Context: an optimization exercise on an open-source flow, tuned for small area and few clock cycles per item. The choices shown serve that exercise and are no tape-out recipe.
Only simulation tests tie the RTL to the original design; equivalence was not proved.

`flow/config.mk`:
```
export PLATFORM = sky130hd
export DESIGN_NAME = pot_average_motor_servo_setpoint
export DESIGN_NICKNAME = pot_average_motor_servo_setpoint
export VERILOG_FILES = /design/flow/design.v
export SDC_FILE = /design/flow/constraint.sdc
export NUM_CORES = 4
export LEC_CHECK = 0
export CAP_MARGIN = 20
export CORE_MARGIN = 2
export CORE_UTILIZATION = 40
export SLEW_MARGIN = 20
```
`flow/constraint.sdc`:
```
create_clock -name core_clock -period 10.0 [get_ports {i_clk}]
set_input_delay 2.0000 -clock core_clock [delete_from_list [all_inputs] [get_ports {i_clk}]]
set_output_delay 2.0000 -clock core_clock [all_outputs]
set_load 0.01 [all_outputs]
```
`flow/design.v`:
```
`default_nettype none
module pot_average_motor_servo_setpoint (
    input  wire         i_clk,
    input  wire         i_rst_n,
    input  wire         i_in_valid,
    output logic        o_in_stall,
    input  wire  [19:0] i_in_item,
    output logic        o_out_valid,
    input  wire         i_out_stall,
    output logic [56:0] o_out_item
);
    localparam int WINDOW = 10;
    logic [19:0] r_cell [WINDOW];
    logic [3:0]  r_fill;
    logic        full;
    logic [13:0] r_ssum, r_asum;
    logic [13:0] ssum_next, asum_next;
    logic        r_valid;
    logic        accept;
    logic        take_old;
    logic [9:0]  new_s, new_a, nold_s, nold_a;
    assign o_in_stall  = r_valid && i_out_stall;
    assign accept      = i_in_valid && !o_in_stall;
    assign o_out_valid = r_valid;
    always_ff @(posedge i_clk) begin
        if (accept) begin
            r_cell[0] <= i_in_item;
            for (int i = 1; i < WINDOW; i++) r_cell[i] <= r_cell[i-1];
        end
    end
    assign full     = (r_fill == 4'(WINDOW));
    assign take_old = accept && full;
    assign new_s    = accept ? i_in_item[19:10] : 10'd0;
    assign new_a    = accept ? i_in_item[9:0]   : 10'd0;
    assign nold_s   = take_old ? ~r_cell[WINDOW-1][19:10] : 10'd0;
    assign nold_a   = take_old ? ~r_cell[WINDOW-1][9:0]   : 10'd0;
    always_ff @(posedge i_clk) begin
        if (!i_rst_n) begin
            r_fill  <= '0;
            r_valid <= 1'b0;
        end else begin
            r_valid <= accept || (r_valid && i_out_stall);
            if (accept && !full) r_fill <= r_fill + 4'd1;
        end
    end
    always_ff @(posedge i_clk) begin
        r_ssum <= i_rst_n ? ssum_next : 14'd0;
        r_asum <= i_rst_n ? asum_next : 14'd0;
    end
    logic [7:0]  speed;    
    logic [7:0]  qa;
    logic        neg, pos;
    logic [8:0]  w5;       
    logic        nz;       
    logic [12:0] servo;
    logic [7:0]  aset;
    logic [6:0]  smag;
    assign neg = r_ssum < 14'd5115;
    assign pos = r_ssum >= 14'd5167;
    assign nz  = neg || pos;
    logic h_1;
    logic h_2;
    logic h_3;
    logic h_4;
    logic h_5;
    logic h_6;
    logic h_7;
    logic h_8;
    logic h_9;
    logic h_10;
    logic h_11;
    logic h_12;
    logic h_13;
    logic h_14;
    logic h_15;
    logic h_16;
    logic h_17;
    logic h_18;
    logic h_19;
    logic h_20;
    logic h_21;
    logic h_22;
    logic h_23;
    logic h_24;
    logic h_25;
    logic h_26;
    logic h_27;
    logic h_28;
    logic h_29;
    logic h_30;
    logic h_31;
    logic h_32;
    logic h_33;
    logic h_34;
    logic h_35;
    logic h_36;
    logic h_37;
    logic h_38;
    logic h_39;
    logic h_40;
    logic h_41;
    logic h_42;
    logic h_43;
    logic h_44;
    logic h_45;
    logic h_46;
    logic h_47;
    logic h_48;
    logic h_49;
    logic h_50;
    logic h_51;
    logic h_52;
    logic h_53;
    logic h_54;
    logic h_55;
    logic h_56;
    logic h_57;
    logic h_58;
    logic h_59;
    logic h_60;
    logic h_61;
    logic h_62;
    logic h_63;
    logic h_64;
    logic h_65;
    logic h_66;
    logic h_67;
    logic h_68;
    logic h_69;
    logic h_70;
    logic h_71;
    logic h_72;
    logic h_73;
    logic h_74;
    logic h_75;
    logic h_76;
    logic h_77;
    logic h_78;
    logic h_79;
    logic h_80;
    logic h_81;
    logic h_82;
    logic h_83;
    logic h_84;
    logic h_85;
    logic h_86;
    logic h_87;
    logic h_88;
    logic h_89;
    logic h_90;
    logic h_91;
    logic h_92;
    logic h_93;
    logic h_94;
    logic h_95;
    logic h_96;
    logic h_97;
    logic h_98;
    logic h_99;
    logic h_100;
    logic h_101;
    logic h_102;
    logic h_103;
    logic h_104;
    logic h_105;
    logic h_106;
    logic h_107;
    logic h_108;
    logic h_109;
    logic h_110;
    logic h_111;
    logic h_112;
    logic h_113;
    logic h_114;
    logic h_115;
    logic h_116;
    logic h_117;
    logic h_118;
    logic h_119;
    logic h_120;
    logic h_121;
    logic h_122;
    logic h_123;
    logic h_124;
    logic h_125;
    logic h_126;
    logic h_127;
    logic h_128;
    logic h_129;
    logic h_130;
    logic h_131;
    logic h_132;
    logic h_133;
    logic h_134;
    logic h_135;
    logic h_136;
    logic h_137;
    logic h_138;
    logic h_139;
    logic h_140;
    logic h_141;
    logic h_142;
    logic h_143;
    logic h_144;
    logic h_145;
    logic h_146;
    logic h_147;
    logic h_148;
    logic h_149;
    logic h_150;
    logic h_151;
    logic h_152;
    logic h_153;
    logic h_154;
    logic h_155;
    logic h_156;
    logic h_157;
    logic h_158;
    logic h_159;
    logic h_160;
    logic h_161;
    logic h_162;
    logic h_163;
    logic h_164;
    logic h_165;
    logic h_166;
    logic h_167;
    logic h_168;
    logic h_169;
    logic h_170;
    logic h_171;
    logic h_172;
    logic h_173;
    logic h_174;
    logic h_175;
    logic h_176;
    logic h_177;
    logic h_178;
    logic h_179;
    logic h_180;
    logic h_181;
    logic h_182;
    logic h_183;
    logic h_184;
    logic h_185;
    logic h_186;
    logic h_187;
    logic h_188;
    logic h_189;
    logic h_190;
    logic h_191;
    logic h_192;
    logic h_193;
    logic h_194;
    logic h_195;
    logic h_196;
    logic h_197;
    logic h_198;
    logic h_199;
    logic h_200;
    logic h_201;
    logic h_202;
    logic h_203;
    logic h_204;
    logic h_205;
    logic h_206;
    logic h_207;
    logic h_208;
    logic h_209;
    logic h_210;
    logic h_211;
    logic h_212;
    logic h_213;
    logic h_214;
    logic h_215;
    logic h_216;
    logic h_217;
    logic h_218;
    logic h_219;
    logic h_220;
    logic h_221;
    logic h_222;
    logic h_223;
    logic h_224;
    logic h_225;
    logic h_226;
    logic h_227;
    logic h_228;
    logic h_229;
    logic h_230;
    logic h_231;
    logic h_232;
    logic h_233;
    logic h_234;
    logic h_235;
    logic h_236;
    logic h_237;
    logic h_238;
    logic h_239;
    logic h_240;
    logic h_241;
    logic h_242;
    logic h_243;
    logic h_244;
    logic h_245;
    logic h_246;
    logic h_247;
    logic h_248;
    logic h_249;
    logic h_250;
    logic h_251;
    logic h_252;
    logic h_253;
    logic h_254;
    logic h_255;
    logic h_256;
    logic h_257;
    logic h_258;
    logic h_259;
    logic h_260;
    logic h_261;
    logic h_262;
    logic h_263;
    logic h_264;
    logic h_265;
    logic h_266;
    logic h_267;
    logic h_268;
    logic h_269;
    logic h_270;
    logic h_271;
    logic h_272;
    logic h_273;
    logic h_274;
    logic h_275;
    logic h_276;
    logic h_277;
    logic h_278;
    logic h_279;
    logic h_280;
    logic h_281;
    logic h_282;
    logic h_283;
    logic h_284;
    logic h_285;
    logic h_286;
    logic h_287;
    logic h_288;
    logic h_289;
    logic h_290;
    logic h_291;
    logic h_292;
    logic h_293;
    logic h_294;
    logic h_295;
    logic h_296;
    logic h_297;
    logic h_298;
    logic h_299;
    logic h_300;
    logic h_301;
    logic h_302;
    logic h_303;
    logic h_304;
    logic h_305;
    logic h_306;
    logic h_307;
    logic h_308;
    logic h_309;
    logic h_310;
    logic h_311;
    logic h_312;
    logic h_313;
    logic h_314;
    logic h_315;
    logic h_316;
    logic h_317;
    logic h_318;
    logic h_319;
    logic h_320;
    logic h_321;
    logic h_322;
    logic h_323;
    logic h_324;
    logic h_325;
    logic h_326;
    logic h_327;
    logic h_328;
    logic h_329;
    logic h_330;
    logic h_331;
    logic h_332;
    logic h_333;
    logic h_334;
    logic h_335;
    logic h_336;
    logic h_337;
    logic h_338;
    logic h_339;
    logic h_340;
    logic h_341;
    logic h_342;
    logic h_343;
    logic h_344;
    logic h_345;
    logic h_346;
    logic h_347;
    logic h_348;
    logic h_349;
    logic h_350;
    logic h_351;
    logic h_352;
    logic h_353;
    logic h_354;
    logic h_355;
    logic h_356;
    logic h_357;
    logic h_358;
    logic h_359;
    logic h_360;
    logic h_361;
    logic h_362;
    logic h_363;
    logic h_364;
    logic h_365;
    logic h_366;
    logic h_367;
    logic h_368;
    logic h_369;
    logic h_370;
    logic h_371;
    logic h_372;
    logic h_373;
    logic h_374;
    logic h_375;
    logic h_376;
    logic h_377;
    logic h_378;
    logic h_379;
    logic h_380;
    logic h_381;
    logic h_382;
    logic h_383;
    logic h_384;
    logic h_385;
    logic h_386;
    logic h_387;
    logic h_388;
    logic h_389;
    logic h_390;
    logic h_391;
    logic h_392;
    logic h_393;
    logic h_394;
    logic h_395;
    logic h_396;
    logic h_397;
    logic h_398;
    logic h_399;
    logic h_400;
    assign h_1 = r_ssum[0] ^ new_s[0] ^ nold_s[0];
    assign h_2 = (r_ssum[0] & new_s[0]) | (r_ssum[0] & nold_s[0]) | (new_s[0] & nold_s[0]);
    assign h_3 = r_ssum[1] ^ new_s[1] ^ nold_s[1];
    assign h_4 = (r_ssum[1] & new_s[1]) | (r_ssum[1] & nold_s[1]) | (new_s[1] & nold_s[1]);
    assign h_5 = r_ssum[2] ^ new_s[2] ^ nold_s[2];
    assign h_6 = (r_ssum[2] & new_s[2]) | (r_ssum[2] & nold_s[2]) | (new_s[2] & nold_s[2]);
    assign h_7 = r_ssum[3] ^ new_s[3] ^ nold_s[3];
    assign h_8 = (r_ssum[3] & new_s[3]) | (r_ssum[3] & nold_s[3]) | (new_s[3] & nold_s[3]);
    assign h_9 = r_ssum[4] ^ new_s[4] ^ nold_s[4];
    assign h_10 = (r_ssum[4] & new_s[4]) | (r_ssum[4] & nold_s[4]) | (new_s[4] & nold_s[4]);
    assign h_11 = r_ssum[5] ^ new_s[5] ^ nold_s[5];
    assign h_12 = (r_ssum[5] & new_s[5]) | (r_ssum[5] & nold_s[5]) | (new_s[5] & nold_s[5]);
    assign h_13 = r_ssum[6] ^ new_s[6] ^ nold_s[6];
    assign h_14 = (r_ssum[6] & new_s[6]) | (r_ssum[6] & nold_s[6]) | (new_s[6] & nold_s[6]);
    assign h_15 = r_ssum[7] ^ new_s[7] ^ nold_s[7];
    assign h_16 = (r_ssum[7] & new_s[7]) | (r_ssum[7] & nold_s[7]) | (new_s[7] & nold_s[7]);
    assign h_17 = r_ssum[8] ^ new_s[8] ^ nold_s[8];
    assign h_18 = (r_ssum[8] & new_s[8]) | (r_ssum[8] & nold_s[8]) | (new_s[8] & nold_s[8]);
    assign h_19 = r_ssum[9] ^ new_s[9] ^ nold_s[9];
    assign h_20 = (r_ssum[9] & new_s[9]) | (r_ssum[9] & nold_s[9]) | (new_s[9] & nold_s[9]);
    assign h_21 = h_20 ^ r_ssum[10] ^ take_old;
    assign h_22 = (h_20 & r_ssum[10]) | (h_20 & take_old) | (r_ssum[10] & take_old);
    assign h_23 = h_22 ^ r_ssum[11] ^ take_old;
    assign h_24 = (h_22 & r_ssum[11]) | (h_22 & take_old) | (r_ssum[11] & take_old);
    assign h_25 = h_24 ^ r_ssum[12] ^ take_old;
    assign h_26 = (h_24 & r_ssum[12]) | (h_24 & take_old) | (r_ssum[12] & take_old);
    assign h_27 = h_26 ^ r_ssum[13] ^ take_old;
    assign h_28 = (h_26 & r_ssum[13]) | (h_26 & take_old) | (r_ssum[13] & take_old);
    assign h_29 = h_1 ^ take_old;
    assign h_30 = h_1 & take_old;
    assign h_31 = h_2 ^ h_3 ^ h_30;
    assign h_32 = (h_2 & h_3) | (h_2 & h_30) | (h_3 & h_30);
    assign h_33 = h_4 ^ h_5 ^ h_32;
    assign h_34 = (h_4 & h_5) | (h_4 & h_32) | (h_5 & h_32);
    assign h_35 = h_6 ^ h_7 ^ h_34;
    assign h_36 = (h_6 & h_7) | (h_6 & h_34) | (h_7 & h_34);
    assign h_37 = h_8 ^ h_9 ^ h_36;
    assign h_38 = (h_8 & h_9) | (h_8 & h_36) | (h_9 & h_36);
    assign h_39 = h_10 ^ h_11 ^ h_38;
    assign h_40 = (h_10 & h_11) | (h_10 & h_38) | (h_11 & h_38);
    assign h_41 = h_12 ^ h_13 ^ h_40;
    assign h_42 = (h_12 & h_13) | (h_12 & h_40) | (h_13 & h_40);
    assign h_43 = h_14 ^ h_15 ^ h_42;
    assign h_44 = (h_14 & h_15) | (h_14 & h_42) | (h_15 & h_42);
    assign h_45 = h_16 ^ h_17 ^ h_44;
    assign h_46 = (h_16 & h_17) | (h_16 & h_44) | (h_17 & h_44);
    assign h_47 = h_18 ^ h_19 ^ h_46;
    assign h_48 = (h_18 & h_19) | (h_18 & h_46) | (h_19 & h_46);
    assign h_49 = h_21 ^ h_48;
    assign h_50 = h_21 & h_48;
    assign h_51 = h_23 ^ h_50;
    assign h_52 = h_23 & h_50;
    assign h_53 = h_25 ^ h_52;
    assign h_54 = h_25 & h_52;
    assign h_55 = h_27 ^ h_54;
    assign h_56 = h_27 & h_54;
    assign h_57 = r_asum[0] ^ new_a[0] ^ nold_a[0];
    assign h_58 = (r_asum[0] & new_a[0]) | (r_asum[0] & nold_a[0]) | (new_a[0] & nold_a[0]);
    assign h_59 = r_asum[1] ^ new_a[1] ^ nold_a[1];
    assign h_60 = (r_asum[1] & new_a[1]) | (r_asum[1] & nold_a[1]) | (new_a[1] & nold_a[1]);
    assign h_61 = r_asum[2] ^ new_a[2] ^ nold_a[2];
    assign h_62 = (r_asum[2] & new_a[2]) | (r_asum[2] & nold_a[2]) | (new_a[2] & nold_a[2]);
    assign h_63 = r_asum[3] ^ new_a[3] ^ nold_a[3];
    assign h_64 = (r_asum[3] & new_a[3]) | (r_asum[3] & nold_a[3]) | (new_a[3] & nold_a[3]);
    assign h_65 = r_asum[4] ^ new_a[4] ^ nold_a[4];
    assign h_66 = (r_asum[4] & new_a[4]) | (r_asum[4] & nold_a[4]) | (new_a[4] & nold_a[4]);
    assign h_67 = r_asum[5] ^ new_a[5] ^ nold_a[5];
    assign h_68 = (r_asum[5] & new_a[5]) | (r_asum[5] & nold_a[5]) | (new_a[5] & nold_a[5]);
    assign h_69 = r_asum[6] ^ new_a[6] ^ nold_a[6];
    assign h_70 = (r_asum[6] & new_a[6]) | (r_asum[6] & nold_a[6]) | (new_a[6] & nold_a[6]);
    assign h_71 = r_asum[7] ^ new_a[7] ^ nold_a[7];
    assign h_72 = (r_asum[7] & new_a[7]) | (r_asum[7] & nold_a[7]) | (new_a[7] & nold_a[7]);
    assign h_73 = r_asum[8] ^ new_a[8] ^ nold_a[8];
    assign h_74 = (r_asum[8] & new_a[8]) | (r_asum[8] & nold_a[8]) | (new_a[8] & nold_a[8]);
    assign h_75 = r_asum[9] ^ new_a[9] ^ nold_a[9];
    assign h_76 = (r_asum[9] & new_a[9]) | (r_asum[9] & nold_a[9]) | (new_a[9] & nold_a[9]);
    assign h_77 = h_76 ^ r_asum[10] ^ take_old;
    assign h_78 = (h_76 & r_asum[10]) | (h_76 & take_old) | (r_asum[10] & take_old);
    assign h_79 = h_78 ^ r_asum[11] ^ take_old;
    assign h_80 = (h_78 & r_asum[11]) | (h_78 & take_old) | (r_asum[11] & take_old);
    assign h_81 = h_80 ^ r_asum[12] ^ take_old;
    assign h_82 = (h_80 & r_asum[12]) | (h_80 & take_old) | (r_asum[12] & take_old);
    assign h_83 = h_82 ^ r_asum[13] ^ take_old;
    assign h_84 = (h_82 & r_asum[13]) | (h_82 & take_old) | (r_asum[13] & take_old);
    assign h_85 = h_57 ^ take_old;
    assign h_86 = h_57 & take_old;
    assign h_87 = h_58 ^ h_59 ^ h_86;
    assign h_88 = (h_58 & h_59) | (h_58 & h_86) | (h_59 & h_86);
    assign h_89 = h_60 ^ h_61 ^ h_88;
    assign h_90 = (h_60 & h_61) | (h_60 & h_88) | (h_61 & h_88);
    assign h_91 = h_62 ^ h_63 ^ h_90;
    assign h_92 = (h_62 & h_63) | (h_62 & h_90) | (h_63 & h_90);
    assign h_93 = h_64 ^ h_65 ^ h_92;
    assign h_94 = (h_64 & h_65) | (h_64 & h_92) | (h_65 & h_92);
    assign h_95 = h_66 ^ h_67 ^ h_94;
    assign h_96 = (h_66 & h_67) | (h_66 & h_94) | (h_67 & h_94);
    assign h_97 = h_68 ^ h_69 ^ h_96;
    assign h_98 = (h_68 & h_69) | (h_68 & h_96) | (h_69 & h_96);
    assign h_99 = h_70 ^ h_71 ^ h_98;
    assign h_100 = (h_70 & h_71) | (h_70 & h_98) | (h_71 & h_98);
    assign h_101 = h_72 ^ h_73 ^ h_100;
    assign h_102 = (h_72 & h_73) | (h_72 & h_100) | (h_73 & h_100);
    assign h_103 = h_74 ^ h_75 ^ h_102;
    assign h_104 = (h_74 & h_75) | (h_74 & h_102) | (h_75 & h_102);
    assign h_105 = h_77 ^ h_104;
    assign h_106 = h_77 & h_104;
    assign h_107 = h_79 ^ h_106;
    assign h_108 = h_79 & h_106;
    assign h_109 = h_81 ^ h_108;
    assign h_110 = h_81 & h_108;
    assign h_111 = h_83 ^ h_110;
    assign h_112 = h_83 & h_110;
    assign h_113 = r_ssum[8] ^ r_ssum[5] ^ ~r_ssum[3];
    assign h_114 = (r_ssum[8] & r_ssum[5]) | (r_ssum[8] & ~r_ssum[3]) | (r_ssum[5] & ~r_ssum[3]);
    assign h_115 = r_ssum[9] ^ r_ssum[6] ^ r_ssum[0];
    assign h_116 = (r_ssum[9] & r_ssum[6]) | (r_ssum[9] & r_ssum[0]) | (r_ssum[6] & r_ssum[0]);
    assign h_117 = r_ssum[10] ^ r_ssum[7] ^ r_ssum[1];
    assign h_118 = (r_ssum[10] & r_ssum[7]) | (r_ssum[10] & r_ssum[1]) | (r_ssum[7] & r_ssum[1]);
    assign h_119 = r_ssum[13] ^ r_ssum[5] ^ 1'b0;
    assign h_120 = (r_ssum[13] & r_ssum[5]) | (r_ssum[13] & 1'b0) | (r_ssum[5] & 1'b0);
    assign h_121 = r_ssum[11] ^ r_ssum[8] ^ r_ssum[2];
    assign h_122 = (r_ssum[11] & r_ssum[8]) | (r_ssum[11] & r_ssum[2]) | (r_ssum[8] & r_ssum[2]);
    assign h_123 = r_ssum[0] ^ ~r_ssum[6] ^ 1'b1;
    assign h_124 = (r_ssum[0] & ~r_ssum[6]) | (r_ssum[0] & 1'b1) | (~r_ssum[6] & 1'b1);
    assign h_125 = r_ssum[12] ^ r_ssum[9] ^ r_ssum[3];
    assign h_126 = (r_ssum[12] & r_ssum[9]) | (r_ssum[12] & r_ssum[3]) | (r_ssum[9] & r_ssum[3]);
    assign h_127 = r_ssum[1] ^ ~r_ssum[7] ^ 1'b1;
    assign h_128 = (r_ssum[1] & ~r_ssum[7]) | (r_ssum[1] & 1'b1) | (~r_ssum[7] & 1'b1);
    assign h_129 = r_ssum[13] ^ r_ssum[10] ^ r_ssum[4];
    assign h_130 = (r_ssum[13] & r_ssum[10]) | (r_ssum[13] & r_ssum[4]) | (r_ssum[10] & r_ssum[4]);
    assign h_131 = r_ssum[2] ^ ~r_ssum[8] ^ 1'b1;
    assign h_132 = (r_ssum[2] & ~r_ssum[8]) | (r_ssum[2] & 1'b1) | (~r_ssum[8] & 1'b1);
    assign h_133 = r_ssum[11] ^ r_ssum[5] ^ r_ssum[3];
    assign h_134 = (r_ssum[11] & r_ssum[5]) | (r_ssum[11] & r_ssum[3]) | (r_ssum[5] & r_ssum[3]);
    assign h_135 = r_ssum[12] ^ r_ssum[6] ^ r_ssum[4];
    assign h_136 = (r_ssum[12] & r_ssum[6]) | (r_ssum[12] & r_ssum[4]) | (r_ssum[6] & r_ssum[4]);
    assign h_137 = r_ssum[13] ^ r_ssum[7] ^ r_ssum[5];
    assign h_138 = (r_ssum[13] & r_ssum[7]) | (r_ssum[13] & r_ssum[5]) | (r_ssum[7] & r_ssum[5]);
    assign h_139 = r_ssum[8] ^ r_ssum[6] ^ ~r_ssum[12];
    assign h_140 = (r_ssum[8] & r_ssum[6]) | (r_ssum[8] & ~r_ssum[12]) | (r_ssum[6] & ~r_ssum[12]);
    assign h_141 = r_ssum[9] ^ r_ssum[7] ^ ~r_ssum[13];
    assign h_142 = (r_ssum[9] & r_ssum[7]) | (r_ssum[9] & ~r_ssum[13]) | (r_ssum[7] & ~r_ssum[13]);
    assign h_143 = r_ssum[11] ^ r_ssum[9] ^ 1'b1;
    assign h_144 = (r_ssum[11] & r_ssum[9]) | (r_ssum[11] & 1'b1) | (r_ssum[9] & 1'b1);
    assign h_145 = r_ssum[12] ^ r_ssum[10] ^ 1'b1;
    assign h_146 = (r_ssum[12] & r_ssum[10]) | (r_ssum[12] & 1'b1) | (r_ssum[10] & 1'b1);
    assign h_147 = h_114 ^ h_115 ^ ~r_ssum[12];
    assign h_148 = (h_114 & h_115) | (h_114 & ~r_ssum[12]) | (h_115 & ~r_ssum[12]);
    assign h_149 = h_116 ^ h_117 ^ ~h_119;
    assign h_150 = (h_116 & h_117) | (h_116 & ~h_119) | (h_117 & ~h_119);
    assign h_151 = h_118 ^ h_121 ^ h_123;
    assign h_152 = (h_118 & h_121) | (h_118 & h_123) | (h_121 & h_123);
    assign h_153 = h_122 ^ h_124 ^ h_125;
    assign h_154 = (h_122 & h_124) | (h_122 & h_125) | (h_124 & h_125);
    assign h_155 = h_126 ^ h_128 ^ h_129;
    assign h_156 = (h_126 & h_128) | (h_126 & h_129) | (h_128 & h_129);
    assign h_157 = h_130 ^ h_132 ^ h_133;
    assign h_158 = (h_130 & h_132) | (h_130 & h_133) | (h_132 & h_133);
    assign h_159 = h_134 ^ h_135 ^ ~r_ssum[10];
    assign h_160 = (h_134 & h_135) | (h_134 & ~r_ssum[10]) | (h_135 & ~r_ssum[10]);
    assign h_161 = h_136 ^ h_137 ^ ~r_ssum[11];
    assign h_162 = (h_136 & h_137) | (h_136 & ~r_ssum[11]) | (h_137 & ~r_ssum[11]);
    assign h_163 = h_142 ^ r_ssum[10] ^ r_ssum[8];
    assign h_164 = (h_142 & r_ssum[10]) | (h_142 & r_ssum[8]) | (r_ssum[10] & r_ssum[8]);
    assign h_165 = h_146 ^ r_ssum[13] ^ r_ssum[11];
    assign h_166 = (h_146 & r_ssum[13]) | (h_146 & r_ssum[11]) | (r_ssum[13] & r_ssum[11]);
    assign h_167 = h_150 ^ h_151 ^ ~h_120;
    assign h_168 = (h_150 & h_151) | (h_150 & ~h_120) | (h_151 & ~h_120);
    assign h_169 = h_152 ^ h_153 ^ h_127;
    assign h_170 = (h_152 & h_153) | (h_152 & h_127) | (h_153 & h_127);
    assign h_171 = h_154 ^ h_155 ^ h_131;
    assign h_172 = (h_154 & h_155) | (h_154 & h_131) | (h_155 & h_131);
    assign h_173 = h_156 ^ h_157 ^ ~r_ssum[9];
    assign h_174 = (h_156 & h_157) | (h_156 & ~r_ssum[9]) | (h_157 & ~r_ssum[9]);
    assign h_175 = h_158 ^ h_159 ^ 1'b1;
    assign h_176 = (h_158 & h_159) | (h_158 & 1'b1) | (h_159 & 1'b1);
    assign h_177 = h_160 ^ h_161 ^ 1'b1;
    assign h_178 = (h_160 & h_161) | (h_160 & 1'b1) | (h_161 & 1'b1);
    assign h_179 = h_162 ^ h_138 ^ h_139;
    assign h_180 = (h_162 & h_138) | (h_162 & h_139) | (h_138 & h_139);
    assign h_181 = h_172 ^ h_173 ^ 1'b1;
    assign h_182 = (h_172 & h_173) | (h_172 & 1'b1) | (h_173 & 1'b1);
    assign h_183 = h_180 ^ h_140 ^ h_141;
    assign h_184 = (h_180 & h_140) | (h_180 & h_141) | (h_140 & h_141);
    assign h_185 = h_182 ^ h_174 ^ h_175;
    assign h_186 = (h_182 & h_174) | (h_182 & h_175) | (h_174 & h_175);
    assign h_187 = h_186 ^ h_176 ^ h_177;
    assign h_188 = (h_186 & h_176) | (h_186 & h_177) | (h_176 & h_177);
    assign h_189 = h_188 ^ h_178 ^ h_179;
    assign h_190 = (h_188 & h_178) | (h_188 & h_179) | (h_178 & h_179);
    assign h_191 = h_147 & ~r_ssum[4];
    assign h_192 = h_147 | ~r_ssum[4];
    assign h_193 = h_148 & h_149;
    assign h_194 = h_148 | h_149;
    assign h_195 = h_168 & h_169;
    assign h_196 = h_168 | h_169;
    assign h_197 = h_170 & h_171;
    assign h_198 = h_170 | h_171;
    assign h_199 = h_193 | (h_194 & h_191);
    assign h_200 = h_194 & h_192;
    assign h_201 = h_195 | (h_196 & 1'b0);
    assign h_202 = h_196 & h_167;
    assign h_203 = 1'b0 | (h_181 & h_197);
    assign h_204 = h_181 & h_198;
    assign h_205 = 1'b0 | (h_187 & 1'b0);
    assign h_206 = h_187 & h_185;
    assign h_207 = h_201 | (h_202 & h_199);
    assign h_208 = h_202 & h_200;
    assign h_209 = h_205 | (h_206 & h_203);
    assign h_210 = h_206 & h_204;
    assign h_211 = h_209 | (h_210 & h_207);
    assign h_212 = h_210 & h_208;
    assign h_213 = h_189 ^ h_211;
    assign h_214 = h_189 & h_211;
    assign h_215 = h_190 ^ h_183 ^ h_214;
    assign h_216 = (h_190 & h_183) | (h_190 & h_214) | (h_183 & h_214);
    assign h_217 = h_184 ^ h_163 ^ h_216;
    assign h_218 = (h_184 & h_163) | (h_184 & h_216) | (h_163 & h_216);
    assign h_219 = h_164 ^ h_143 ^ h_218;
    assign h_220 = (h_164 & h_143) | (h_164 & h_218) | (h_143 & h_218);
    assign h_221 = h_144 ^ h_145 ^ h_220;
    assign h_222 = (h_144 & h_145) | (h_144 & h_220) | (h_145 & h_220);
    assign h_223 = h_165 ^ h_222;
    assign h_224 = h_165 & h_222;
    assign h_225 = h_166 ^ r_ssum[12] ^ h_224;
    assign h_226 = (h_166 & r_ssum[12]) | (h_166 & h_224) | (r_ssum[12] & h_224);
    assign h_227 = r_ssum[13] ^ 1'b1 ^ h_226;
    assign h_228 = (r_ssum[13] & 1'b1) | (r_ssum[13] & h_226) | (1'b1 & h_226);
    assign h_229 = r_asum[10] ^ r_asum[7] ^ r_asum[0];
    assign h_230 = (r_asum[10] & r_asum[7]) | (r_asum[10] & r_asum[0]) | (r_asum[7] & r_asum[0]);
    assign h_231 = r_asum[11] ^ r_asum[8] ^ r_asum[1];
    assign h_232 = (r_asum[11] & r_asum[8]) | (r_asum[11] & r_asum[1]) | (r_asum[8] & r_asum[1]);
    assign h_233 = r_asum[12] ^ r_asum[9] ^ r_asum[2];
    assign h_234 = (r_asum[12] & r_asum[9]) | (r_asum[12] & r_asum[2]) | (r_asum[9] & r_asum[2]);
    assign h_235 = r_asum[13] ^ r_asum[10] ^ r_asum[3];
    assign h_236 = (r_asum[13] & r_asum[10]) | (r_asum[13] & r_asum[3]) | (r_asum[10] & r_asum[3]);
    assign h_237 = r_asum[11] ^ r_asum[4] ^ r_asum[1];
    assign h_238 = (r_asum[11] & r_asum[4]) | (r_asum[11] & r_asum[1]) | (r_asum[4] & r_asum[1]);
    assign h_239 = r_asum[12] ^ r_asum[5] ^ r_asum[2];
    assign h_240 = (r_asum[12] & r_asum[5]) | (r_asum[12] & r_asum[2]) | (r_asum[5] & r_asum[2]);
    assign h_241 = r_asum[13] ^ r_asum[6] ^ r_asum[3];
    assign h_242 = (r_asum[13] & r_asum[6]) | (r_asum[13] & r_asum[3]) | (r_asum[6] & r_asum[3]);
    assign h_243 = h_234 ^ h_235 ^ r_asum[0];
    assign h_244 = (h_234 & h_235) | (h_234 & r_asum[0]) | (h_235 & r_asum[0]);
    assign h_245 = h_242 ^ r_asum[7] ^ r_asum[4];
    assign h_246 = (h_242 & r_asum[7]) | (h_242 & r_asum[4]) | (r_asum[7] & r_asum[4]);
    assign h_247 = h_244 ^ h_236 ^ h_237;
    assign h_248 = (h_244 & h_236) | (h_244 & h_237) | (h_236 & h_237);
    assign h_249 = h_246 ^ r_asum[8] ^ r_asum[5];
    assign h_250 = (h_246 & r_asum[8]) | (h_246 & r_asum[5]) | (r_asum[8] & r_asum[5]);
    assign h_251 = h_248 ^ h_238 ^ h_239;
    assign h_252 = (h_248 & h_238) | (h_248 & h_239) | (h_238 & h_239);
    assign h_253 = h_250 ^ r_asum[9] ^ r_asum[6];
    assign h_254 = (h_250 & r_asum[9]) | (h_250 & r_asum[6]) | (r_asum[9] & r_asum[6]);
    assign h_255 = h_252 ^ h_240 ^ h_241;
    assign h_256 = (h_252 & h_240) | (h_252 & h_241) | (h_240 & h_241);
    assign h_257 = h_254 ^ r_asum[10] ^ r_asum[7];
    assign h_258 = (h_254 & r_asum[10]) | (h_254 & r_asum[7]) | (r_asum[10] & r_asum[7]);
    assign h_259 = h_258 ^ r_asum[11] ^ r_asum[8];
    assign h_260 = (h_258 & r_asum[11]) | (h_258 & r_asum[8]) | (r_asum[11] & r_asum[8]);
    assign h_261 = h_260 ^ r_asum[12] ^ r_asum[9];
    assign h_262 = (h_260 & r_asum[12]) | (h_260 & r_asum[9]) | (r_asum[12] & r_asum[9]);
    assign h_263 = h_262 ^ r_asum[13] ^ r_asum[10];
    assign h_264 = (h_262 & r_asum[13]) | (h_262 & r_asum[10]) | (r_asum[13] & r_asum[10]);
    assign h_265 = r_asum[6] & 1'b1;
    assign h_266 = r_asum[6] | 1'b1;
    assign h_267 = h_229 & 1'b1;
    assign h_268 = h_229 | 1'b1;
    assign h_269 = h_230 & h_231;
    assign h_270 = h_230 | h_231;
    assign h_271 = h_232 & h_233;
    assign h_272 = h_232 | h_233;
    assign h_273 = h_256 & h_245;
    assign h_274 = h_256 | h_245;
    assign h_275 = h_267 | (h_268 & h_265);
    assign h_276 = h_268 & h_266;
    assign h_277 = h_271 | (h_272 & h_269);
    assign h_278 = h_272 & h_270;
    assign h_279 = 1'b0 | (h_247 & 1'b0);
    assign h_280 = h_247 & h_243;
    assign h_281 = 1'b0 | (h_255 & 1'b0);
    assign h_282 = h_255 & h_251;
    assign h_283 = 1'b0 | (h_249 & h_273);
    assign h_284 = h_249 & h_274;
    assign h_285 = h_277 | (h_278 & h_275);
    assign h_286 = h_278 & h_276;
    assign h_287 = h_281 | (h_282 & h_279);
    assign h_288 = h_282 & h_280;
    assign h_289 = h_287 | (h_288 & h_285);
    assign h_290 = h_288 & h_286;
    assign h_291 = h_283 | (h_284 & h_289);
    assign h_292 = h_284 & h_290;
    assign h_293 = h_253 ^ h_291;
    assign h_294 = h_253 & h_291;
    assign h_295 = h_257 ^ h_294;
    assign h_296 = h_257 & h_294;
    assign h_297 = h_259 ^ h_296;
    assign h_298 = h_259 & h_296;
    assign h_299 = h_261 ^ h_298;
    assign h_300 = h_261 & h_298;
    assign h_301 = h_263 ^ h_300;
    assign h_302 = h_263 & h_300;
    assign h_303 = h_264 ^ r_asum[11] ^ h_302;
    assign h_304 = (h_264 & r_asum[11]) | (h_264 & h_302) | (r_asum[11] & h_302);
    assign h_305 = r_asum[12] ^ h_304;
    assign h_306 = r_asum[12] & h_304;
    assign h_307 = r_asum[13] ^ h_306;
    assign h_308 = r_asum[13] & h_306;
    assign h_309 = smag[0] ^ ~nz ^ 1'b1;
    assign h_310 = (smag[0] & ~nz) | (smag[0] & 1'b1) | (~nz & 1'b1);
    assign h_311 = smag[2] ^ smag[0] ^ 1'b1;
    assign h_312 = (smag[2] & smag[0]) | (smag[2] & 1'b1) | (smag[0] & 1'b1);
    assign h_313 = smag[3] ^ smag[1] ^ 1'b1;
    assign h_314 = (smag[3] & smag[1]) | (smag[3] & 1'b1) | (smag[1] & 1'b1);
    assign h_315 = smag[4] ^ smag[2] ^ 1'b1;
    assign h_316 = (smag[4] & smag[2]) | (smag[4] & 1'b1) | (smag[2] & 1'b1);
    assign h_317 = smag[5] ^ smag[3] ^ 1'b1;
    assign h_318 = (smag[5] & smag[3]) | (smag[5] & 1'b1) | (smag[3] & 1'b1);
    assign h_319 = smag[6] ^ smag[4] ^ 1'b1;
    assign h_320 = (smag[6] & smag[4]) | (smag[6] & 1'b1) | (smag[4] & 1'b1);
    assign h_321 = h_310 ^ smag[1] ^ 1'b1;
    assign h_322 = (h_310 & smag[1]) | (h_310 & 1'b1) | (smag[1] & 1'b1);
    assign h_323 = h_320 ^ smag[5] ^ 1'b1;
    assign h_324 = (h_320 & smag[5]) | (h_320 & 1'b1) | (smag[5] & 1'b1);
    assign h_325 = h_324 ^ smag[6] ^ 1'b1;
    assign h_326 = (h_324 & smag[6]) | (h_324 & 1'b1) | (smag[6] & 1'b1);
    assign h_327 = h_322 ^ h_311;
    assign h_328 = h_322 & h_311;
    assign h_329 = h_312 ^ h_313 ^ h_328;
    assign h_330 = (h_312 & h_313) | (h_312 & h_328) | (h_313 & h_328);
    assign h_331 = h_314 ^ h_315 ^ h_330;
    assign h_332 = (h_314 & h_315) | (h_314 & h_330) | (h_315 & h_330);
    assign h_333 = h_316 ^ h_317 ^ h_332;
    assign h_334 = (h_316 & h_317) | (h_316 & h_332) | (h_317 & h_332);
    assign h_335 = h_318 ^ h_319 ^ h_334;
    assign h_336 = (h_318 & h_319) | (h_318 & h_334) | (h_319 & h_334);
    assign h_337 = h_323 ^ h_336;
    assign h_338 = h_323 & h_336;
    assign h_339 = h_325 ^ h_338;
    assign h_340 = h_325 & h_338;
    assign h_341 = qa[0] ^ qa[3] ^ 1'b1;
    assign h_342 = (qa[0] & qa[3]) | (qa[0] & 1'b1) | (qa[3] & 1'b1);
    assign h_343 = qa[0] ^ qa[1] ^ qa[4];
    assign h_344 = (qa[0] & qa[1]) | (qa[0] & qa[4]) | (qa[1] & qa[4]);
    assign h_345 = qa[1] ^ qa[2] ^ qa[5];
    assign h_346 = (qa[1] & qa[2]) | (qa[1] & qa[5]) | (qa[2] & qa[5]);
    assign h_347 = qa[2] ^ qa[3] ^ qa[6];
    assign h_348 = (qa[2] & qa[3]) | (qa[2] & qa[6]) | (qa[3] & qa[6]);
    assign h_349 = qa[3] ^ qa[4] ^ qa[7];
    assign h_350 = (qa[3] & qa[4]) | (qa[3] & qa[7]) | (qa[4] & qa[7]);
    assign h_351 = qa[4] ^ qa[5] ^ 1'b1;
    assign h_352 = (qa[4] & qa[5]) | (qa[4] & 1'b1) | (qa[5] & 1'b1);
    assign h_353 = qa[6] ^ qa[7] ^ 1'b1;
    assign h_354 = (qa[6] & qa[7]) | (qa[6] & 1'b1) | (qa[7] & 1'b1);
    assign h_355 = h_342 ^ h_343 ^ 1'b1;
    assign h_356 = (h_342 & h_343) | (h_342 & 1'b1) | (h_343 & 1'b1);
    assign h_357 = h_346 ^ h_347 ^ 1'b1;
    assign h_358 = (h_346 & h_347) | (h_346 & 1'b1) | (h_347 & 1'b1);
    assign h_359 = h_348 ^ h_349 ^ 1'b1;
    assign h_360 = (h_348 & h_349) | (h_348 & 1'b1) | (h_349 & 1'b1);
    assign h_361 = h_352 ^ qa[5] ^ qa[6];
    assign h_362 = (h_352 & qa[5]) | (h_352 & qa[6]) | (qa[5] & qa[6]);
    assign h_363 = h_356 ^ h_344 ^ h_345;
    assign h_364 = (h_356 & h_344) | (h_356 & h_345) | (h_344 & h_345);
    assign h_365 = h_360 ^ h_350 ^ h_351;
    assign h_366 = (h_360 & h_350) | (h_360 & h_351) | (h_350 & h_351);
    assign h_367 = qa[2] ^ 1'b1;
    assign h_368 = qa[2] & 1'b1;
    assign h_369 = h_341 ^ h_368;
    assign h_370 = h_341 & h_368;
    assign h_371 = h_355 ^ h_370;
    assign h_372 = h_355 & h_370;
    assign h_373 = h_363 ^ h_372;
    assign h_374 = h_363 & h_372;
    assign h_375 = h_364 ^ h_357 ^ h_374;
    assign h_376 = (h_364 & h_357) | (h_364 & h_374) | (h_357 & h_374);
    assign h_377 = h_358 ^ h_359 ^ h_376;
    assign h_378 = (h_358 & h_359) | (h_358 & h_376) | (h_359 & h_376);
    assign h_379 = h_365 ^ h_378;
    assign h_380 = h_365 & h_378;
    assign h_381 = h_366 ^ h_361 ^ h_380;
    assign h_382 = (h_366 & h_361) | (h_366 & h_380) | (h_361 & h_380);
    assign h_383 = h_362 ^ h_353 ^ h_382;
    assign h_384 = (h_362 & h_353) | (h_362 & h_382) | (h_353 & h_382);
    assign h_385 = h_354 ^ qa[7] ^ h_384;
    assign h_386 = (h_354 & qa[7]) | (h_354 & h_384) | (qa[7] & h_384);
    assign h_387 = qa[1] ^ 1'b1;
    assign h_388 = qa[1] & 1'b1;
    assign h_389 = qa[2] ^ 1'b1 ^ h_388;
    assign h_390 = (qa[2] & 1'b1) | (qa[2] & h_388) | (1'b1 & h_388);
    assign h_391 = qa[3] ^ h_390;
    assign h_392 = qa[3] & h_390;
    assign h_393 = qa[4] ^ h_392;
    assign h_394 = qa[4] & h_392;
    assign h_395 = qa[5] ^ 1'b1 ^ h_394;
    assign h_396 = (qa[5] & 1'b1) | (qa[5] & h_394) | (1'b1 & h_394);
    assign h_397 = qa[6] ^ h_396;
    assign h_398 = qa[6] & h_396;
    assign h_399 = qa[7] ^ 1'b1 ^ h_398;
    assign h_400 = (qa[7] & 1'b1) | (qa[7] & h_398) | (1'b1 & h_398);
    assign ssum_next = {h_55, h_53, h_51, h_49, h_47, h_45, h_43, h_41, h_39, h_37, h_35, h_33, h_31, h_29};
    assign asum_next = {h_111, h_109, h_107, h_105, h_103, h_101, h_99, h_97, h_95, h_93, h_91, h_89, h_87, h_85};
    assign speed = {h_227, h_225, h_223, h_221, h_219, h_217, h_215, h_213};
    assign qa = {h_307, h_305, h_303, h_301, h_299, h_297, h_295, h_293};
    assign w5 = {h_339, h_337, h_335, h_333, h_331, h_329, h_327, h_321, h_309};
    assign servo = {h_386, h_385, h_383, h_381, h_379, h_377, h_375, h_373, h_371, h_369, h_367, qa[1], qa[0]};
    assign aset = {h_399, h_397, h_395, h_393, h_391, h_389, h_387, qa[0]};
    always_comb begin
        logic seen;
        seen = 1'b0;
        for (int i = 0; i < 7; i++) begin
            smag[i] = speed[i] ^ (neg && seen);
            seen    = seen || speed[i];
        end
    end
    assign o_out_item[56:49] = speed;
    assign o_out_item[48:42] = smag;
    assign o_out_item[41:34] = aset;
    assign o_out_item[33:26] = qa;
    assign o_out_item[25]    = pos;
    assign o_out_item[24]    = neg;
    assign o_out_item[23:13] = {w5, nz, nz};
    assign o_out_item[12:0]  = servo;
endmodule
`default_nettype wire
```
`flow/flow/run.sh`:
```
#!/bin/bash
# Layout flow: the standard synthesis and layout (standard.sh), with
#  - an inverter clean-up of the synthesized netlist around the full-adder cells
#    (polfix.py; full adders are self-dual, so inverters can be moved), checked
#    for combinational equivalence with yosys (registers unchanged); if the check
#    does not pass, the standard netlist is used as it is;
#  - port buffers of the smallest buffer cell (every port still gets one);
#  - a clock tree without dummy loads, with 8x clock buffers.
# Each tool writes its own log in this folder.
set -u
R=orfs/results/sky130hd/pot_average_motor_servo_setpoint/base
bash standard.sh synth > synth.log 2>&1 || exit 1
cp $R/1_2_yosys.v $R/1_2_yosys_std.v
if python3 flow/polfix.py $R/1_2_yosys_std.v polfix_out.v > polfix.log 2>&1 \
   && python3 flow/cutff.py $R/1_2_yosys_std.v eq_gold.v >> polfix.log 2>&1 \
   && python3 flow/cutff.py polfix_out.v eq_gate.v >> polfix.log 2>&1 \
   && $FLOW_HOME/../tools/install/yosys/bin/yosys -q -l eq.log -p "
        read_liberty -ignore_miss_func $FLOW_HOME/platforms/sky130hd/lib/sky130_fd_sc_hd__tt_025C_1v80.lib
        read_verilog eq_gold.v; rename $FLOW_TOP gold
        read_verilog eq_gate.v; rename $FLOW_TOP gate
        hierarchy -check; flatten; opt_clean -purge
        miter -equiv -flatten -make_assert gold gate miter
        hierarchy -top miter
        sat -verify -prove-asserts miter" > eq_stdout.log 2>&1; then
  echo "polfix netlist proven equivalent; using it" >> polfix.log
  cp polfix_out.v $R/1_2_yosys.v
  rm -f $R/1_synth.odb $R/1_synth.sdc
else
  echo "polfix not used" >> polfix.log
fi
bash standard.sh \
  "BUFFER_PORTS_ARGS=-buffer_cell sky130_fd_sc_hd__buf_1" \
  "CTS_ARGS=-sink_clustering_enable -repair_clock_nets -dont_use_dummy_load -buf_list sky130_fd_sc_hd__clkbuf_8 -sink_clustering_size 20 -sink_clustering_max_diameter 60" \
  finish > standard.log 2>&1
```
`flow/flow/cutff.py`:
```
"""Replace every flip-flop instance by ports: its Q net becomes an input, its other
input pins become outputs (named after the instance), so two netlists with the same
registers can be compared combinationally."""
import re, sys
src = open(sys.argv[1]).read()
cell_re = re.compile(r'^(\s*)(sky130_fd_sc_hd__(\w*df\w*|\w*dl\w*))\s+(\\\S+\s|\S+)\s*\((.*?)\);\n', re.S | re.M)
pin_re = re.compile(r'\.(\w+)\(([^()]*)\)')
ins, outs, assigns = [], [], []
def rep(m):
    name = re.sub(r'[^A-Za-z0-9_]', '_', m.group(4).strip())
    for p, n in pin_re.findall(m.group(5)):
        n = n.strip()
        if p == 'CLK': continue
        if p in ('Q', 'Q_N'):
            ins.append((f"q_{name}_{p}", n))
        else:
            outs.append((f"o_{name}_{p}", n))
    return ''
body = cell_re.sub(rep, src)
hdr_end = body.index(');', body.index('module ')) + 2
decl = ''.join(f"  input {a};\n" for a, n in ins) + ''.join(f"  output {a};\n" for a, n in outs)
conn = ''.join(f"  assign {n}{' ' if n.startswith(chr(92)) else ''} = {a};\n" for a, n in ins) + \
       ''.join(f"  assign {a} = {n}{' ' if n.startswith(chr(92)) else ''};\n" for a, n in outs)
hdr = body[:hdr_end]
hdr = hdr.replace(');', ', ' + ', '.join(a for a, n in ins + outs) + ');', 1) if False else hdr
# add ports to the port list
i = hdr.rindex(')')
hdr = hdr[:i] + ''.join(', ' + a for a, n in ins + outs) + hdr[i:]
open(sys.argv[2], 'w').write(hdr + decl + conn + body[hdr_end:])
```
`flow/flow/polfix.py`:
```
#!/usr/bin/env python3
"""Inverter polarity clean-up for a Yosys gate netlist with sky130 full adders.

A full adder is self-dual: FA(~a,~b,~c) = (~sum, ~cout). Flipping an adder (complementing
all three inputs and both outputs) leaves the function unchanged, so the inverters around
adders can be re-placed. This picks a flip for each fa cell (local search) that needs the
fewest inverters, then rewrites the netlist: all inverters whose input or output touches a
full adder are removed and the needed ones are re-created, one per inverted net.
Registers and every other cell are left as they are.
usage: polfix.py IN.v OUT.v
"""
import re, sys, random

FA = 'sky130_fd_sc_hd__fa_'
INV = ('sky130_fd_sc_hd__inv_', 'sky130_fd_sc_hd__clkinv_')
OUTS = {'X', 'Y', 'Q', 'Q_N', 'SUM', 'COUT', 'HI', 'LO'}

src = open(sys.argv[1]).read()
mod_start = src.index('module ')
body_start = src.index(');', mod_start) + 2
end = src.rindex('endmodule')
header, body, tail = src[:body_start], src[body_start:end], src[end:]

cell_re = re.compile(r'^(\s*)(sky130_fd_sc_hd__\w+)\s+(\\\S+\s|\S+)\s*\((.*?)\);\n', re.S | re.M)
pin_re = re.compile(r'\.(\w+)\(([^()]*)\)')

cells = []   # [type, name, [(pin, net)], span]
for m in cell_re.finditer(body):
    pins = [(p, n.strip()) for p, n in pin_re.findall(m.group(4))]
    cells.append([m.group(2), m.group(3).strip(), pins, m.span()])

def is_fa(c): return c[0].startswith(FA)
def is_inv(c): return c[0].startswith(INV)

driver = {}
for i, c in enumerate(cells):
    for p, n in c[2]:
        if p in OUTS and n:
            driver[n] = (i, p)

# nets read by ports (output ports) -- treat as consumers
port_outs = set()
port_names = set(re.findall(r'^\s*output\s+(?:\[[^\]]*\]\s*)?(\S+?);', header + body, re.M))
for m in re.finditer(r'^\s*output\s+(\[[^\]]*\]\s*)?(\S+?);', header + body, re.M):
    port_outs.add(m.group(2))
assigns = re.findall(r'^\s*assign\s+(.*?)\s*=\s*(.*?);', body, re.M)

def root(n):
    """(root net, polarity) following inverter chains"""
    pol = 0
    seen = 0
    while n in driver and is_inv(cells[driver[n][0]]) and seen < 20:
        c = cells[driver[n][0]]
        n = dict(c[2])['A']; pol ^= 1; seen += 1
    return n, pol

# which inverters are "touching" an adder (to be rebuilt)
fa_ids = [i for i, c in enumerate(cells) if is_fa(c)]
fa_index = {i: k for k, i in enumerate(fa_ids)}

def drv_fa(net):
    d = driver.get(net)
    if d and is_fa(cells[d[0]]):
        return fa_index[d[0]]
    return None

# consumers: (cell index or None for port/assign, pin, root, pol)
consumers = []
for i, c in enumerate(cells):
    if is_inv(c):
        continue
    for p, n in c[2]:
        if p in OUTS or not n or n.startswith("1'"):
            continue
        r, pol = root(n)
        consumers.append((i, p, r, pol, n))
# inverters that drive a port or assign directly must stay (as consumers of root)
used_in_assign = set()
for lhs, rhs in assigns:
    for n in re.findall(r'\\\S+\s|[\w\[\]\.$]+', rhs):
        used_in_assign.add(n.strip())

inv_out_nets = {dict(c[2])['Y'] for c in cells if is_inv(c)}
for c in cells:
    if is_inv(c):
        y = dict(c[2])['Y']
        if y in port_outs or y in used_in_assign:
            r, pol = root(y)
            consumers.append((None, 'PORT', r, pol, y))

# only consider consumers whose root or consuming cell involves an adder
relevant = []
for (i, p, r, pol, n) in consumers:
    f_cons = fa_index.get(i) if i is not None else None
    f_drv = drv_fa(r)
    if f_cons is None and f_drv is None:
        continue
    relevant.append((f_cons, f_drv, r, pol, i, p, n))

nfa = len(fa_ids)
x = [0] * nfa

def cost(x):
    need = set()
    for f_cons, f_drv, r, pol, i, p, n in relevant:
        v = pol ^ (x[f_cons] if f_cons is not None else 0) ^ (x[f_drv] if f_drv is not None else 0)
        if v:
            need.add(r)
    return len(need)

# local search with random restarts and single-flip moves
def search(seed):
    rnd = random.Random(seed)
    x = [rnd.randint(0, 1) if seed else 0 for _ in range(nfa)]
    best = cost(x)
    improved = True
    while improved:
        improved = False
        order = list(range(nfa)); rnd.shuffle(order)
        for k in order:
            x[k] ^= 1
            c = cost(x)
            if c <= best and (c < best or rnd.random() < 0.3):
                if c < best: improved = True
                best = c
            else:
                x[k] ^= 1
    return best, x
start = cost(x)
best, x = search(0)
for seed in range(1, 300):
    b, xx = search(seed)
    if b < best:
        best, x = b, xx
print(f"polfix: {nfa} adders, inverters around adders {start} -> {best}", file=sys.stderr)
if len(sys.argv) < 3:
    sys.exit(0)

def outbuf_cleanup(text):
    """Synthesis leaves a buf_4 in front of each output port; the layout's port buffering
    adds its own buffer after it. Shrink these to buf_1 (the resizer can size them up)."""
    n = 0
    def rep(m):
        nonlocal n
        pins = dict((p, v.strip()) for p, v in pin_re.findall(m.group(0)))
        if pins.get('X', '').split('[')[0].lstrip('\\') in port_names:
            n += 1
            return m.group(0).replace(m.group(2), 'sky130_fd_sc_hd__buf_1', 1)
        return m.group(0)
    text = cell_re.sub(lambda m: rep(m) if re.match(r'sky130_fd_sc_hd__(buf|clkbuf)_\d+$', m.group(2)) else m.group(0), text)
    print(f"polfix: {n} output-port buffers from synthesis set to buf_1", file=sys.stderr)
    return text

# ---- rewrite ----
need = {}
for f_cons, f_drv, r, pol, i, p, n in relevant:
    v = pol ^ (x[f_cons] if f_cons is not None else 0) ^ (x[f_drv] if f_drv is not None else 0)
    if v:
        need.setdefault(r, None)
# nets driven by flipped adders carry the complement; name new nets
newpins = {}  # (cell idx, pin) -> net
extra = []
k = 0
def inv_net(r):
    global k
    if need[r] is None:
        k += 1
        nn = f"_polinv{k}_"
        need[r] = nn
        extra.append(f"  sky130_fd_sc_hd__inv_1 _polinv_cell{k}_ (\n    .A({r}{' ' if r.startswith(chr(92)) else ''}),\n    .Y({nn})\n  );\n")
    return need[r]
def netref(n):
    return n + ' ' if n.startswith('\\') else n
port_fix = []
for f_cons, f_drv, r, pol, i, p, n in relevant:
    v = pol ^ (x[f_cons] if f_cons is not None else 0) ^ (x[f_drv] if f_drv is not None else 0)
    target = inv_net(r) if v else r
    if i is None:
        port_fix.append((n, target))
    else:
        newpins[(i, p)] = target
# remove inverters that only fed relevant consumers (rebuild); keep others
keep_inv = set()
for (i, p, r, pol, n) in consumers:
    pass
relevant_keys = {(i, p) for f_cons, f_drv, r, pol, i, p, n in relevant}
# an inverter is still needed if some non-relevant consumer reads its output
inv_needed_nets = set()
for (i, p, r, pol, n) in consumers:
    if (i, p) not in relevant_keys and n in inv_out_nets:
        inv_needed_nets.add(n)
# and transitively its input chain
def mark(n):
    while n in driver and is_inv(cells[driver[n][0]]):
        inv_needed_nets.add(n)
        n = dict(cells[driver[n][0]][2])['A']
for n in list(inv_needed_nets):
    mark(n)
# ports/assign nets whose driver is an inverter: handled via port_fix, inverter removed
port_nets_fixed = {n for n, t in port_fix}

out = []
pos = 0
removed = 0
for idx, c in enumerate(cells):
    s, e = c[3]
    out.append(body[pos:s]); pos = e
    text = body[s:e]
    if is_inv(c):
        y = dict(c[2])['Y']
        if y not in inv_needed_nets:
            removed += 1
            continue
    if any((idx, p) in newpins for p, _ in c[2]):
        def rep(m):
            p = m.group(1)
            if (idx, p) in newpins:
                return f".{p}({netref(newpins[(idx, p)])})"
            return m.group(0)
        text = pin_re.sub(rep, text)
    out.append(text)
out.append(body[pos:])
nb = ''.join(out)
# port nets: drive with a buffer-free connection via an assign-free approach: an inverter
# or buffer cell whose output is the port net
for n, t in port_fix:
    k += 1
    if t == n:
        continue
    extra.append(f"  sky130_fd_sc_hd__buf_1 _polbuf_cell{k}_ (\n    .A({netref(t)}),\n    .X({netref(n)})\n  );\n")
# flipped adders: their output nets now carry complements; consumers were rewired above
decl = ''.join(f"  wire _polinv{j}_;\n" for j in range(1, k + 1) if f"_polinv{j}_" in ''.join(extra))
nb = decl + nb + ''.join(extra)
text = header + nb + tail
text = outbuf_cleanup(text)
open(sys.argv[2], 'w').write(text)
print(f"polfix: removed {removed} inverters, added {sum(1 for e in extra if 'inv_1' in e)} inverters, {sum(1 for e in extra if 'buf_1' in e)} port buffers", file=sys.stderr)
```
`flow/standard.sh`:
```
#!/bin/bash
# synth_recipe.tcl (not shown) runs the flow's synth.tcl, then flattens the netlist and writes it again
# the make line also repeats each setting of config.mk as NAME=value (left out here)
make -C /OpenROAD-flow-scripts/flow DESIGN_CONFIG=/design/flow/config.mk WORK_HOME=/design/flow/orfs CLKGATE_MAP_FILE= SYNTH_SCRIPT=/design/flow/synth_recipe.tcl "${@:-finish}"
```
==> results of run 1 <==
## registers in the layout, summed over array words and instances, names as in the netlist
| name | cells |
|---|---|
| r_asum | 14 |
| r_cell | 200 |
| r_fill | 4 |
| r_ssum | 14 |
| r_valid | 1 |
## through the flow
| step | setup slack (ns) | setup TNS (ns) | util (%) |
|---|---|---|---|
| after floorplan | 0.198 | 0 | - |
| after global placement | 0.204 | 0 | 43.3 |
| after detailed placement | 0.0930 | 0 | 43.3 |
| after CTS | -0.0332 | -0.0332 | 44.5 |
| after global routing | -0.236 | -0.236 | 44.8 |
| final | 0.130 | 0 | 44.8 |
## area by class of cell
type,count,area (µm²),area share (%)
Clock buffer,16,220,1.78
Inverter,86,323,2.60
Multi-Input combinational cell,337,4110,33.1
Sequential cell,233,6680,53.8
Tap cell,378,473,3.81
Timing Repair Buffer,121,603,4.86
## how the worst min path moves through the flow
| stage | start | endpoint | slack, ns |
|---|---|---|---|
| 3_5_place_dp | r_cell[3][2] | r_cell[4][2] | 0.40 |
| 5_1_grt | r_cell[2][19] | r_cell[3][19] | 0.42 |
| 6_report | r_cell[2][19] | r_cell[3][19] | 0.41 |
| 3_3_place_gp | r_cell[3][14] | r_cell[4][14] | 0.40 |
| 4_1_cts | r_cell[2][19] | r_cell[3][19] | 0.42 |
| 2_1_floorplan | r_cell[0][0] | r_cell[1][0] | 0.40 |
## critical path, cell delays in order, from the launching register on
cell and delay (ns):
dfxtp_2 0.35, inv_1 0.05, fa_1 0.49, fa_1 0.53
fa_1 0.42, ha_2 0.19, fa_2 0.35, fa_2 0.40
inv_2 0.07, fa_1 0.39, ha_2 0.20, fa_2 0.34
fa_2 0.34, fa_1 0.52, inv_2 0.05, and4bb_1 0.23
nor3_2 0.20, xnor2_1 0.19, ha_1 0.30, fa_2 0.37
fa_2 0.34, fa_1 0.37, inv_1 0.06, ha_1 0.15
xnor2_1 0.12, xnor3_1 0.22, buf_2 0.15
## per-layer routing
layer	global-route usage, %	routed length, µm
met1	18.8	8930
met2	18.3	7430
met3	1.59	639
met4	2.73	231
met5	0	0
## cells in the final DEF (no fill, tap or decap), types with 2 or more instances in the layout
master and count:
a211oi_1 2, a211oi_2 3, a21oi_1 3, and2_1 49
buf_1 80, buf_4 39, clkbuf_8 16, dfxtp_1 28
dfxtp_2 3, dfxtp_4 2, edfxtp_1 200, fa_1 92
fa_2 14, ha_1 54, ha_2 2, inv_1 83
inv_2 3, maj3_1 4, nand2_1 10, nand2b_1 3
nand4_1 3, nor2_1 31, nor2b_1 4, o21a_1 2
o21ai_1 3, xnor2_1 28, xor2_1 6
## what timing repair did
action	4_1_cts	5_1_grt
setup buffers	8	4
cloned	0	0
gates resized for setup	21	18
pin swaps	8	10
endpoints found under the setup margin	6	6
==> run summary, run 1 <==
status timing/DRC/antenna clean; Hold Path Cell Cnt 0; Syn Inst Count between 700 and 800; Worst slew margin a little over half; drt wl/cell approximately 15 µm; gr ovfl total 0; tightest hold margin 0.411 ns; CTS tree built; endpoints failing hold 0; CP endpoint o_out_item[23]; Hold Path Class flop to flop; FILL cells around 2.5k; drt total wl between 15000 and 20000 µm; post-synthesis area per instance ~16 µm²; total number of vias around 5.2k; Layout Cell Area excl Fill 0.0124 mm²; Arrival @ worst endpoint approximately 7.9 ns; number of remaining DRC errors 0; IO buf count 82; Clock Skews between 0.04 and 0.05 ns; Die Wd around 170 µm; max-slew violations 0; RSZ-0062 raised after global routing yes; Synth warnings 2; global-route wire length before repair ~28000 µm; number of max-cap violations 0; hold-fix buffers at CTS 0; syn_nets roughly 900; Clock Path Buffers 3; Max Freq slightly above 100 MHz; RR Startpoint r_fill[0]; CORE AREA 0.0277 mm²; number of global-route vias before repair around 5.3k; diode count 0; I/O pin count between 80 and 90; Final Setup Violations 0; gpl congestion 0.804; Worst setup startpoint r_ssum[5]; largest net degree at the start of global routing a little under 60; CTS Root Cell clkbuf_8; crit-path max FO 2; layout cells sized above 1 11.6%; CTS Sinks ~230; post-detail-place hpwl roughly 13000 µm; Num CTS Buffers 16; initial antenna violation count 0; startpoint types flop; Clk pin slew, worst setup/hold paths ~0.11 ns; crit share post-route a little over nine tenths; CP Capture Type output port; row count 61; gr usage total about an eighth; reg2reg path depth 23; H-tree depth 1; worst slew pin tran around 0.7 ns; DRT Pass-1 Iters 4; Layout Nets between 900 and 1k; Min Clock Period, post-route 9.87 ns; chip height between 150 and 200 µm; dpl cell area approximately 0.012 mm²; WP data required around 8.0 ns; Detail Route Antenna Nets 0; setup slack, reg-to-reg 3.10 ns; dpl cells 1143; worst skew pair latency approximately 0.50 ns; DIE AREA between 0.02 and 0.03 mm²; routed vias/inst roughly 4.5; Starting Density 40.5%; RR Endpoint r_ssum[13]; Cell Area, Synth 0.0112 mm²; DR iter-0 viols about 260; Syn-to-layout area delta 10.6%; Setup CP Type flop to output port; Cell Count, Final, Fillers Out 1171
Testbench counts, summed over its fixed seeds: cycles 16,016, items 16,000.
==> inputs of run 2 (changes only) <==
--- a/flow/flow/run.sh
+++ b/flow/flow/run.sh
@@ -31,4 +31,5 @@
 bash standard.sh \
   "BUFFER_PORTS_ARGS=-buffer_cell sky130_fd_sc_hd__buf_1" \
   "CTS_ARGS=-sink_clustering_enable -repair_clock_nets -dont_use_dummy_load -buf_list sky130_fd_sc_hd__clkbuf_8 -sink_clustering_size 20 -sink_clustering_max_diameter 60" \
+  "GPL_KEEP_OVERFLOW=0" \
   finish > standard.log 2>&1
==> run 2 against run 1 <==
Synthesized cell count stayed put. Area after synthesis stayed put. Largest cell class unchanged. Critical path depth stayed put. Critical path type unchanged. Design area is 1.5% higher. Still clean on timing, DRC and antenna.
==> run summary, run 2 <==
status timing/DRC/antenna clean (unchanged); max reg flops 200 (unchanged); Biggest register r_cell (unchanged); Worst slew margin 35.2% (was 53.2%); Min-Delay Endpoint r_cell[3][9] (was r_cell[3][19]); worst skew pair latency 0.51 ns (was 0.50 ns); DIE AREA 0.0294 mm² (unchanged); Cell Area, Synth 0.0112 mm² (unchanged); dpl cells 1127 (was 1143); row count 61 (unchanged); syn_nets 901 (unchanged); Clock Path Buffers 3 (unchanged); drt total wl 16800 µm (was 17200 µm); DR iter-0 viols 303 (was 262); CP Capture Type output port (unchanged); hold wc startpoint r_cell[2][9] (was r_cell[2][19]); CTS Root Cell clkbuf_8 (unchanged); startpoint types flop (unchanged); crit share post-route 97.3% (was 98.7%); CTS tree built (unchanged); RR Startpoint r_valid (was r_fill[0]); number of remaining DRC errors 0 (unchanged); Syn Inst Count 714 (unchanged); Clk pin slew, worst setup/hold paths 0.11 ns (about the same); Layout Nets 966 (was 982); gpl congestion 0.788 (was 0.804); drt wl/cell 14.5 µm (was 14.7 µm); WP data required 8.00 ns (about the same); Max Freq 103 MHz (was 101 MHz); H-tree depth 1 (unchanged); worst slew pin tran 0.970 ns (was 0.703 ns); initial antenna violation count 0 (unchanged); RR Endpoint r_ssum[13] (unchanged); setup slack, reg-to-reg 2.17 ns (was 3.10 ns); layout cells sized above 1 12.2% (was 11.6%); Syn-to-layout area delta 12.3% (was 10.6%); tightest hold margin 0.398 ns (was 0.411 ns); Hold Path Class flop to flop (unchanged); CTS Sinks 233 (unchanged); gr usage total 11.7% (was 12.1%); post-synthesis area per instance 15.7 µm² (unchanged); IO buf count 82 (unchanged); number of max-cap violations 0 (unchanged); post-detail-place hpwl 12300 µm (was 12700 µm); Starting Density 40.5% (unchanged); Final Setup Violations 0 (unchanged); number of global-route vias before repair 5139 (was 5256); Hold Path Cell Cnt 0 (unchanged); Synth warnings 2 (unchanged); most frequent cells in the layout 200 x edfxtp_1, 93 x fa_1, 80 x inv_1 (was 200 x edfxtp_1, 92 x fa_1, 83 x inv_1); gr ovfl total 0 (unchanged); CORE AREA 0.0277 mm² (unchanged); chip height 171 µm (unchanged); Setup CP Type flop to output port (unchanged); routed vias/inst 4.49 (was 4.46); Cell Count, Final, Fillers Out 1155 (was 1171); diode count 0 (unchanged); total number of vias 5184 (was 5223); I/O pin count 83 (unchanged); Detail Route Antenna Nets 0 (unchanged); DRT Pass-1 Iters 4 (unchanged); endpoints failing hold 0 (unchanged); Clock Skews 0.0445 ns (was 0.0437 ns); most common cell after layout, fill and taps aside edfxtp_1 (unchanged); RSZ-0062 raised after global routing yes (unchanged); Largest regs r_cell x200, r_asum x14, r_ssum x14 (unchanged); Final Core Density 45.5% (was 44.8%); reg2reg path depth 24 (was 23); Die Wd 171 µm (unchanged); crit-path max FO 2 (unchanged); max-slew violations 0 (unchanged); global-route wire length before repair 26700 µm (was 28000 µm); Arrival @ worst endpoint 7.73 ns (was 7.87 ns); Min Clock Period, post-route 9.73 ns (was 9.87 ns); hold-fix buffers at CTS 0 (unchanged); largest net degree at the start of global routing 34 (was 59); Num CTS Buffers 16 (unchanged)
## run 2: cell types whose count changed in the layout (fill, tap and decap cells not counted), moves of 2 or more
cell / delta
dfxtp_1: -8
buf_1: -2
buf_4: -27
xnor2_1: -4
buf_16: +10
inv_1: -3
inv_2: +3
xnor2_2: +3
dfxtp_4: +7
ha_1: -2
buf_2: +2
## run 2: timing repair
action                     in CTS  in global routing
gates resized for setup        39                 28
buffers inserted                9                  3
setup endpoints to repair       7                  5
pin swaps                      10                 11
gates cloned                    0                  0
## run 2: cell type report
class	count	area, µm²
clock buffers	16	220
fillers	2469	15100
inverters	86	323
multi-input cells	337	4180
flip-flops and latches	233	6710
well taps	378	473
repair buffers	105	693
## run 2: metal layers
layer	routed length, µm	vias up	track usage [%]
met5	0	-	0
met4	262	0	3.24
met3	688	19	1.75
met2	7290	87	17.7
met1	8560	2620	17.8
li1	-	2458	-
## run 2: per-stage QoR
step                      setup WS [ns]  setup TNS (ns)  cell area, µm²
after floorplan                   0.198               0           11200
after global placement           -18.57        -1808.93           11800
after detailed placement         -0.258          -0.258           12100
after CTS                        0.0171               0           12500
after global routing            -0.0122         -0.0122           12600
final                             0.267               0           12600
## run 2: how the worst max path moves through the flow
stage | startpoint | end | slack, ns | cells after the start
floorplan | r_ssum[11] | o_out_item[23] | 0.20 | 26
global placement | i_in_valid | r_asum[13] | -18.57 | 22
detailed placement | r_ssum[11] | o_out_item[23] | -0.26 | 26
CTS | r_ssum[5] | o_out_item[23] | 0.02 | 26
global route | r_ssum[5] | o_out_item[23] | -0.01 | 26
finish | r_ssum[5] | o_out_item[23] | 0.27 | 26
## run 2: worst max-delay path, cell delays in order, from the launching register on
cell and delay, ns:
dfxtp_4 0.37, inv_2 0.04, fa_1 0.49, fa_1 0.55, fa_1 0.42, ha_2 0.19, fa_2 0.33, fa_2 0.34
inv_2 0.06, fa_1 0.38, ha_2 0.20, fa_2 0.34, fa_2 0.36, fa_1 0.53, inv_2 0.05, and4bb_2 0.26
nor3_4 0.17, xnor2_2 0.15, ha_1 0.28, fa_2 0.37, fa_2 0.34, fa_2 0.34, inv_2 0.07, ha_4 0.12
xnor2_2 0.10, xnor3_1 0.23, buf_2 0.15

## afterwards: timing with drivers on the ports
No port has a modelled driver above. Below, the same layouts with a new extraction and two added sets of constraints. Step 1, drivers: a clkbuf_16 drives i_clk and a buf_2 each remaining input, both assumed. Step 2 adds t to the input delays and takes it off the output delays; t is the mean of the earliest and latest rising clock arrival at the registers after step 1. Input paths then give back, and output paths get back, about the clock's delay inside the block. a / b / c = no drivers / after step 1 / after step 2; a / b = the first two.
run | t (ns) | slack for setup (ns) | hold slack, ns | worst register clock-pin slew, ns
run 1 | 0.520 | 0.130 / 0.093 / 0.613 | 0.411 / 0.411 / 0.411 | 0.11 / 0.11
run 2 | 0.524 | 0.267 / 0.228 / 0.425 | 0.398 / 0.398 / 0.398 | 0.12 / 0.12
After both steps every run listed still meets setup and hold.
